This is an optimization exercise on Yosys and OpenROAD, whose aim is small area, a short achievable clock period and few clock cycles per item, not a production implementation.
The RTL was checked by simulation tests, not by an equivalence proof against the original design.
Power is estimated from default activity; no workload was simulated.

## the baseline
==> module stream_minhash_sketcher, before the edit <==
module stream_minhash_sketcher #(
  parameter int unsigned SKETCH_SIZE         = 16,
  parameter int unsigned H1_WIDTH            = 32,
  parameter int unsigned H2_WIDTH            = 32,
  parameter int unsigned LOG2_NUM_OF_BUCKETS = 8,
  parameter int unsigned DEDUP               = 1,
  parameter int unsigned CNT_WIDTH           = 16
) (
  input  logic                                       clk,
  input  logic                                       reset_n,
  input  logic                                       in_valid,
  output logic                                       in_ready,
  input  logic [H1_WIDTH-1:0]                        in_h1,
  input  logic [H2_WIDTH-1:0]                        in_h2,
  input  logic                                       in_last,
  output logic                                       sketch_valid,
  input  logic                                       sketch_ready,
  output logic [SKETCH_SIZE*LOG2_NUM_OF_BUCKETS-1:0] sketch_bucket,
  output logic [SKETCH_SIZE*H1_WIDTH-1:0]            sketch_h1,
  output logic [$clog2(SKETCH_SIZE+1)-1:0]           sketch_count,
  output logic [CNT_WIDTH-1:0]                       kmer_count
);
  localparam int unsigned S  = SKETCH_SIZE;
  localparam int unsigned W  = H1_WIDTH;
  localparam int unsigned CW = $clog2(SKETCH_SIZE + 1);
  localparam int unsigned L  = LOG2_NUM_OF_BUCKETS;
  logic [W-1:0]         h1_q  [S];
  logic [L-1:0]         bkt_q [S];
  logic [S-1:0]         fill_q;    
  logic [CW-1:0]        count_q;
  logic [CNT_WIDTH-1:0] kmer_q;
  logic started;    
  logic rdy_q;      
  logic c_v;        
  logic c_last;     
  logic sv_q;       
  logic fp_q;       
  logic accept;
  assign accept = in_valid & rdy_q;
  always_ff @(posedge clk or negedge reset_n) begin
    if (!reset_n) begin
      started <= 1'b0;
      rdy_q   <= 1'b0;
      c_v     <= 1'b0;
      sv_q    <= 1'b0;
      fp_q    <= 1'b1;
    end else begin
      started <= 1'b1;
      rdy_q   <= (rdy_q & ~(in_valid & in_last)) | (sv_q & sketch_ready) | ~started;
      c_v     <= accept;
      sv_q    <= (c_v & c_last) | (sv_q & ~sketch_ready);
      if (c_v) fp_q <= c_last;
    end
  end
  logic [W-1:0] c_x;
  logic [L-1:0] c_b;
  logic [S-1:0] c_le;     
  logic         c_rej;    
  logic         c_fresh;  
  logic [S-1:0] cur_le;    
  logic         cur_ins;   
  assign cur_le  = c_fresh ? '0 : c_le;
  assign cur_ins = c_fresh | (~c_rej & ~c_le[S-1]);
  logic [S-1:0] le_n, eq_n, le_c;
  logic         e_n, eqe_n;
  assign e_n   = (c_x <= in_h1);
  assign eqe_n = (c_x == in_h1);
  always_comb begin
    for (int unsigned i = 0; i < S; i++) begin
      le_n[i] = fill_q[i] & ~c_fresh & (h1_q[i] <= in_h1);
      eq_n[i] = fill_q[i] & ~c_fresh & (h1_q[i] == in_h1);
    end
    for (int unsigned i = 0; i < S; i++) begin
      if (!cur_ins || cur_le[i])            le_c[i] = le_n[i];
      else if (i == 0 || cur_le[i-1])       le_c[i] = e_n;
      else                                  le_c[i] = le_n[i-1];
    end
  end
  logic fresh_n;
  assign fresh_n = c_v ? c_last : fp_q;
  always_ff @(posedge clk) begin
    c_x     <= in_h1;
    c_b     <= in_h2[L-1:0];
    c_last  <= in_last;
    c_le    <= le_c;
    c_fresh <= accept & fresh_n;
    c_rej   <= ~accept | ((DEDUP != 0) & ~fresh_n & (|eq_n | (cur_ins & eqe_n)));
  end
  logic ins;
  assign ins = ~c_rej & ~c_le[S-1];
  logic [S-1:0] sel_k, sel_x, sel_s;
  always_comb begin
    for (int unsigned i = 0; i < S; i++) begin
      logic below;   
      below    = (i == 0) ? 1'b1 : c_le[i-1];
      sel_k[i] = ~c_fresh & (c_rej | c_le[i]);
      sel_x[i] = c_fresh | (~c_rej & ~c_le[i] & below);
      sel_s[i] = ~c_fresh & ~c_rej & ~below;
    end
  end
  logic [W-1:0] xf;
  logic [L-1:0] bf;
  assign xf = c_x | {W{c_fresh}};
  assign bf = c_b & {L{~c_fresh}};
  always_ff @(posedge clk) begin
    h1_q[0]  <= ({W{sel_k[0]}} & h1_q[0])  | ({W{sel_x[0]}} & c_x);
    bkt_q[0] <= ({L{sel_k[0]}} & bkt_q[0]) | ({L{sel_x[0]}} & c_b);
    for (int unsigned i = 1; i < S; i++) begin
      h1_q[i]  <= ({W{sel_k[i]}} & h1_q[i])  | ({W{sel_x[i]}} & xf) | ({W{sel_s[i]}} & h1_q[i-1]);
      bkt_q[i] <= ({L{sel_k[i]}} & bkt_q[i]) | ({L{sel_x[i]}} & bf) | ({L{sel_s[i]}} & bkt_q[i-1]);
    end
  end
  logic count_inc, kmer_inc;
  assign count_inc = ins & ~fill_q[S-1];
  assign kmer_inc  = c_v & (kmer_q != '1);
  always_ff @(posedge clk) begin
    fill_q  <= c_fresh ? S'(1) : (count_inc ? {fill_q[S-2:0], 1'b1} : fill_q);
    count_q <= c_fresh ? CW'(1) : count_q + CW'(count_inc);
    kmer_q  <= c_fresh ? CNT_WIDTH'(1) : kmer_q + CNT_WIDTH'(kmer_inc);
  end
  for (genvar g = 0; g < S; g++) begin : g_pack
    assign sketch_h1[g*W +: W]     = h1_q[g];
    assign sketch_bucket[g*L +: L] = bkt_q[g];
  end
  assign in_ready     = rdy_q;
  assign sketch_valid = sv_q;
  assign sketch_count = count_q;
  assign kmer_count   = kmer_q;
endmodule
==> flow/config.mk <==
export PLATFORM = sky130hd
export DESIGN_NAME = stream_minhash_sketcher
export DESIGN_NICKNAME = stream_minhash_sketcher
export VERILOG_FILES = /design/flow/design.v
export SDC_FILE = /design/flow/constraint.sdc
export NUM_CORES = 4
export LEC_CHECK = 0
export ABC_AREA = 1
export CAP_MARGIN = 20
export CORE_MARGIN = 2
export CORE_UTILIZATION = 40
export SETUP_SLACK_MARGIN = 2.85
export SLEW_MARGIN = 20
export TNS_END_PERCENT = 5
==> flow/constraint.sdc <==
create_clock -name core_clock -period 5.0 [get_ports {clk}]
set_input_delay 1.0000 -clock core_clock [delete_from_list [all_inputs] [get_ports {clk}]]
set_output_delay 1.0000 -clock core_clock [all_outputs]
set_load 0.01 [all_outputs]
standard.sh (not shown) runs the stock make flow with config.mk's settings and CLKGATE_MAP_FILE= SYNTH_SCRIPT=/design/flow/synth_recipe.tcl, a recipe that flattens the netlist after the stock synthesis.
==> flow/flow/run.sh <==
#!/bin/bash
# The standard layout (the standard.sh, with its standard synthesis), except that the
# port buffers are made from the smallest buffer cell, sky130_fd_sc_hd__buf_1, instead of
# the default choice. Every port still gets its own buffer.
set -euo pipefail
export BUFFER_PORTS_ARGS="-buffer_cell sky130_fd_sc_hd__buf_1"
bash standard.sh > standard.log 2>&1
Testbench counts of the baseline, summed over its fixed seeds: cycles 218,182, items 216,574.
What the candidate does differently from the baseline at the input level:
-- flow/design.v --
<<< the baseline, line 66
  assign e_n   = (c_x <= in_h1);
  assign eqe_n = (c_x == in_h1);
  always_comb begin
    for (int unsigned i = 0; i < S; i++) begin
      le_n[i] = fill_q[i] & ~c_fresh & (h1_q[i] <= in_h1);
      eq_n[i] = fill_q[i] & ~c_fresh & (h1_q[i] == in_h1);
    end
    for (int unsigned i = 0; i < S; i++) begin
      if (!cur_ins || cur_le[i])            le_c[i] = le_n[i];
      else if (i == 0 || cur_le[i-1])       le_c[i] = e_n;
      else                                  le_c[i] = le_n[i-1];
    end
  end
  logic fresh_n;
>>> the candidate, line 66
  assign e_n   = (c_x <= in_h1);
  assign eqe_n = (c_x == in_h1);
  logic [S-1:0] vld;
  assign vld = fill_q & {S{~c_fresh}};
  logic [S-1:0] pick_own, pick_beat, pick_low;   
  always_comb begin
    for (int unsigned i = 0; i < S; i++) begin
      logic own, beat;
      own  = ~cur_ins | cur_le[i];
      beat = ~own & ((i == 0) || cur_le[i-1]);
      pick_own[i]  = own & vld[i];
      pick_beat[i] = beat;
      pick_low[i]  = (i == 0) ? 1'b0 : (~own & ~beat & vld[i-1]);
    end
    for (int unsigned i = 0; i < S; i++) begin
      le_n[i] = h1_q[i] <= in_h1;
      eq_n[i] = vld[i] & (h1_q[i] == in_h1);
    end
    for (int unsigned i = 0; i < S; i++)
      le_c[i] = (pick_own[i] & le_n[i]) | (pick_beat[i] & e_n) |
                ((i == 0) ? 1'b0 : (pick_low[i] & le_n[i-1]));
  end
  logic fresh_n;
Results
- The candidate: no failed stages, no open violations at the end
- Against the baseline, the candidate comes in about 10% lower on routed wire length.
- The candidate has more setup slack than the baseline.
- Utilization the baseline -> the candidate: up
- Relative to the baseline, part of the power in the clock network increased by 1.7 points in the candidate.
- Looking only at share of the cycle needed by the critical path after routing, and setting everything else aside, the lower value of the candidate and the baseline goes to the candidate.
- Summary — post-layout net count, the candidate relative to the baseline: higher, by 146.
- Looking at number of distinct library cells after synthesis, the candidate sits about 11% lower than the baseline does.
- Clock latency reported for the late side of the worst-skew pair delta (the candidate -> the baseline): insignificant
- Diff the candidate..the baseline | sequential fraction of the synthesis area | negligible
- [diff] global-route wire length before repair, the candidate relative to the baseline: improvement
Testbench counts of the candidate, summed over its fixed seeds: cycles 218,182, items 216,574.

## re-timing with driven ports
No port has a modelled driver above. Below, the same layouts with a new extraction and two added sets of constraints.
Step 1 (the two cells are an assumption about what drives the block):
set clk [get_ports {clk}]
set_driving_cell -lib_cell sky130_fd_sc_hd__clkbuf_16 $clk
set_driving_cell -lib_cell sky130_fd_sc_hd__buf_2 [delete_from_list [all_inputs] $clk]
Step 2, shift: input delay + t, output delay - t, t = (earliest + latest rising clock arrival at the registers) / 2. This alone moves slack from input paths to output paths.
Three values: no drivers, after step 1, after step 2; two values: the first two.
run | shift t [ns] | setup slack, ns | clock arrival spread, ns
the baseline | 0.765 | 2.540 / 2.464 / 1.920 | 0.022 / 0.022
the candidate | 0.746 | 2.675 / 2.601 / 2.015 | 0.032 / 0.033
After both steps every run listed still meets setup and hold. The setup slack of the candidate, which loses most, moves by -0.074 ns with the drivers and by -0.660 ns with both steps.
